Context: an optimization exercise on an open-source flow, tuned for small area, a short achievable clock period and few clock cycles. The choices shown serve that exercise and are no tape-out recipe.
RTL that was checked went through simulation tests only; none was proved equivalent to the original.
Power figures rest on the tool's default switching activity, not on a simulated workload.

== before ==
Design grammar_token_scanner, start of the top module:
module grammar_token_scanner #(
    parameter int unsigned SOURCE_DEPTH = 65536
) (
    input  logic        aclk,
    input  logic        aresetn,
    input  logic        cfg_we,
    input  logic [15:0] cfg_wdata,
    input  logic        s_valid,
    output logic        s_ready,
    input  logic [7:0]  s_ch,
    input  logic        s_end_of_source,
    output logic        m_valid,
    input  logic        m_ready,
    output logic [3:0]  m_kind,
    output logic [15:0] m_line,
    output logic [15:0] m_start_res,
    output logic [15:0] m_length,
    output logic [1:0]  m_error_code,
    output logic        m_last_result
);
    localparam int unsigned POS_MAX_INT =
        (SOURCE_DEPTH - 1 < 65535) ? SOURCE_DEPTH - 1 : 65535;
    localparam logic [15:0] POS_MAX = 16'(POS_MAX_INT);
    logic        b_valid;
    logic        d_eos;         
    logic        d_lf;          
    logic        d_fid;         
    logic        d_fstr;        
    logic        d_id2;         
    logic        d_prep;        
    logic [1:0]  d_mode;        
    logic        o_valid;
    logic        o_bubble;      
    logic [3:0]  o_kind;
    logic [1:0]  o_err;
    logic        o_text;
    logic        o_last;
    logic        m_busy;
    logic        o_vl;
    logic [1:0]  o_text_c;
    logic        q_valid;
    logic [2:0]  q_code;
    logic        f_pend;
    logic [15:0] line_reg;
    logic [15:0] ts_reg;
    logic [15:0] len_reg;
    logic        in_text;
    logic [15:0] first_line_reg;
    logic        src_start;
    logic [7:0] n_ch;
    logic       n_eos;
    logic is_alpha, is_alnum, is_lf, is_quote, is_gt, is_dash, is_blank;
    logic [2:0] punct_code;
    logic n_dash, n_str, n_ident, n_idle, n_fresh;
    logic n_v0, n_v1, n_v2, n_id2, n_fid, n_fstr, n_prep, n_bub;
    logic [1:0] n_mid, n_mode;
    logic [3:0] n_kind0, n_kind;
    logic [1:0] n_err;
    logic       n_text, n_last, n_valid, n_qv;
    logic [2:0] n_qcode;
    assign n_ch  = s_ch;
    assign n_eos = s_end_of_source;
    always_comb begin
        is_alpha = ((n_ch >= 8'h61) && (n_ch <= 8'h7A)) || ((n_ch >= 8'h41) && (n_ch <= 8'h5A));
        is_alnum = is_alpha || ((n_ch >= 8'h30) && (n_ch <= 8'h39));
        is_lf    = (n_ch == gts_pkg::CH_LF);
        is_quote = (n_ch == gts_pkg::CH_QUOTE);
  ...
Size: about 820 cells after synthesis, about 92 flip-flops, about 87 I/O pins, roughly 0.0059 mm^2 of cells after synthesis.
clock: 5.5 ns
lec_check: 0
abc_area: 1
cap_margin: 20
core_margin: 2
core_utilization: 40
cts_buf_list: sky130_fd_sc_hd__clkbuf_4 sky130_fd_sc_hd__clkbuf_8
setup_slack_margin: 2.9
slew_margin: 20
standard.sh (not shown) runs the stock make flow with config.mk's settings and CLKGATE_MAP_FILE= SYNTH_SCRIPT=/design/flow/synth_recipe.tcl, a recipe that flattens the netlist after the stock synthesis.
==> flow/flow/run.sh <==
#!/bin/bash
# The standard layout, with the port buffers made from sky130_fd_sc_hd__buf_1
# instead of the delay cell buffer_ports picks by default. ORFS writes each
# step's log under orfs/logs; make's own output goes to standard.log.
bash standard.sh BUFFER_PORTS_ARGS="-buffer_cell sky130_fd_sc_hd__buf_1" finish > standard.log 2>&1
What after does differently from before at the input level:
diff --git a/flow/design.v b/flow/design.v
--- a/flow/design.v
+++ b/flow/design.v
@@ -72,27 +72,27 @@
     logic        o_bubble;      
     logic [3:0]  o_kind;
     logic [1:0]  o_err;
     logic        o_text;
     logic        o_last;
     logic        m_busy;
     logic        o_vl;
     logic [1:0]  o_text_c;
     logic        q_valid;
     logic [2:0]  q_code;
     logic        f_pend;
     logic [15:0] line_reg;
+    logic [15:0] pos_reg;
     logic [15:0] ts_reg;
     logic [15:0] len_reg;
-    logic        in_text;
     logic [15:0] first_line_reg;
     logic        src_start;
     logic [7:0] n_ch;
     logic       n_eos;
     logic is_alpha, is_alnum, is_lf, is_quote, is_gt, is_dash, is_blank;
     logic [2:0] punct_code;
     logic n_dash, n_str, n_ident, n_idle, n_fresh;
     logic n_v0, n_v1, n_v2, n_id2, n_fid, n_fstr, n_prep, n_bub;
     logic [1:0] n_mid, n_mode;
     logic [3:0] n_kind0, n_kind;
     logic [1:0] n_err;
     logic       n_text, n_last, n_valid, n_qv;
@@ -158,35 +158,33 @@
         end else if (n_v2) begin
             n_kind = n_id2 ? gts_pkg::KIND_IDENT : gts_pkg::KIND_ERR;
             n_err  = n_id2 ? gts_pkg::ERR_NONE : gts_pkg::ERR_OPEN_STR;
             n_text = n_id2;
             n_last = 1'b0;
         end
         n_qv    = (n_v0 & n_v1) | (n_v2 & (n_v0 | n_bub));
         n_qcode = n_v1 ? punct_code : 3'd0;
     end
     logic out_take, advance, consume, main_free, take, load;
     logic to_post, prep, new_src;
     logic [16:0] pos_inc, line_inc, len_inc;
-    logic [17:0] pos_sum;
-    assign pos_sum  = {1'b0, ts_reg, in_text} + {1'b0, len_reg, in_text};
-    assign pos_inc  = pos_sum[17:1];
+    assign pos_inc  = {1'b0, pos_reg} + 17'd1;
     assign line_inc = {1'b0, line_reg} + 17'd1;
     assign len_inc  = {1'b0, len_reg} + 17'd1;
     assign new_src  = load & (src_start | (consume & d_eos));
     logic        pos_sat;
     logic [15:0] pos_nx;
-    assign pos_sat = (POS_MAX == 16'hFFFF) ? pos_inc[16] : (pos_inc > {1'b0, POS_MAX});
+    assign pos_sat = (pos_reg >= POS_MAX);
     assign pos_nx  = (POS_MAX == 16'hFFFF) ? (pos_inc[15:0] | {16{pos_sat}})
-                                           : (pos_sat ? POS_MAX : pos_inc[15:0]);
+                                           : (pos_sat ? pos_reg : pos_inc[15:0]);
     assign m_valid       = o_valid;
     assign m_kind        = o_kind;
     assign m_error_code  = o_err;
     assign m_last_result = o_last;
     assign m_line        = line_reg;
     assign m_start_res   = o_text_c[0] ? ts_reg : 16'd0;
     assign m_length      = o_text_c[1] ? len_reg : 16'd0;
     assign s_ready       = main_free;
     assign out_take  = o_valid & m_ready;
     assign advance   = (out_take & ~o_last) | o_bubble;
     assign consume   = b_valid & ((out_take & o_last) | (~o_valid & ~o_bubble));
     assign main_free = ~m_busy | (m_ready & o_vl);
@@ -221,27 +219,27 @@
                     o_text_c <= 2'b00;
                 end
                 o_last <= ~f_pend;
             end else begin
                 o_kind <= gts_pkg::KIND_EOF;
                 o_err  <= gts_pkg::ERR_NONE;
                 o_text <= 1'b0;
                     o_text_c <= 2'b00;
                 o_last <= 1'b1;
             end
         end
         if (new_src) begin
-            in_text <= 1'b0;
+            pos_reg <= 16'd0;
         end else if (consume && !d_eos) begin
-            in_text <= d_mode[1];
+            pos_reg <= pos_nx;
         end
         if (new_src) begin
             ts_reg  <= 16'd0;
             len_reg <= 16'd1;
         end else if (prep) begin
             if (d_id2 && !len_inc[16]) begin
                 len_reg <= len_inc[15:0];
             end
         end else if (consume && !d_eos) begin
             if (d_fid) begin
                 len_reg <= {15'd0, ~pos_sat};
             end else if (d_fstr) begin
Findings:
Diff before -> after: number of cells in the finished layout apart from fillers fell about 2.5%; clock-pin transition on the worst setup and hold timing paths grew by 20 ps; number of global-route vias before repair decreased by 260 relative to the old numbers; final clock period utilization by the worst path lost 0.15 points; longest individual stage delay on the worst path held.
Power: after draws less than before
before → after: share of cell area taken by flip-flops and latches climbed 5.2 points, sequential cell count went up about 16%.
after: sequential logic power 12% above before
Of after and before, after shows the lower share of total power in combinational logic, with before above it.
Routed length per instance went down by a few percent going from before to after.
Testbench counts of after, summed over its fixed seeds: cycles 24,756.
Function not checked in before: the RTL went through the layout flow alone.

==> separate check: timing with driven ports <==
No port has a modelled driver above. Below, the same layouts with a new extraction and two added sets of constraints.
Step 1 (the two cells are an assumption about what drives the block):
set clk [get_ports {aclk}]
set_driving_cell -lib_cell sky130_fd_sc_hd__clkbuf_16 $clk
set_driving_cell -lib_cell sky130_fd_sc_hd__buf_2 [delete_from_list [all_inputs] $clk]
Step 2, shift: input delay + t, output delay - t, t = (earliest + latest rising clock arrival at the registers) / 2. This alone moves slack from input paths to output paths.
a / b / c = no drivers / after step 1 / after step 2; a / b = the first two.
run | t, ns | slack for setup (ns) | hold WS [ns] | clock arrival spread, ns | cell pins on the clock port's net
before | 0.413 | 2.928 / 2.909 / 2.598 | 0.477 / 0.477 / 0.477 | 0.010 / 0.010 | 1
after | 0.414 | 2.936 / 2.915 / 2.683 | 0.469 / 0.469 / 0.469 | 0.020 / 0.020 | 1
After both steps setup and hold are still met in every run listed. The setup slack of before, which loses most, moves by -0.019 ns with the drivers and by -0.330 ns with both steps.
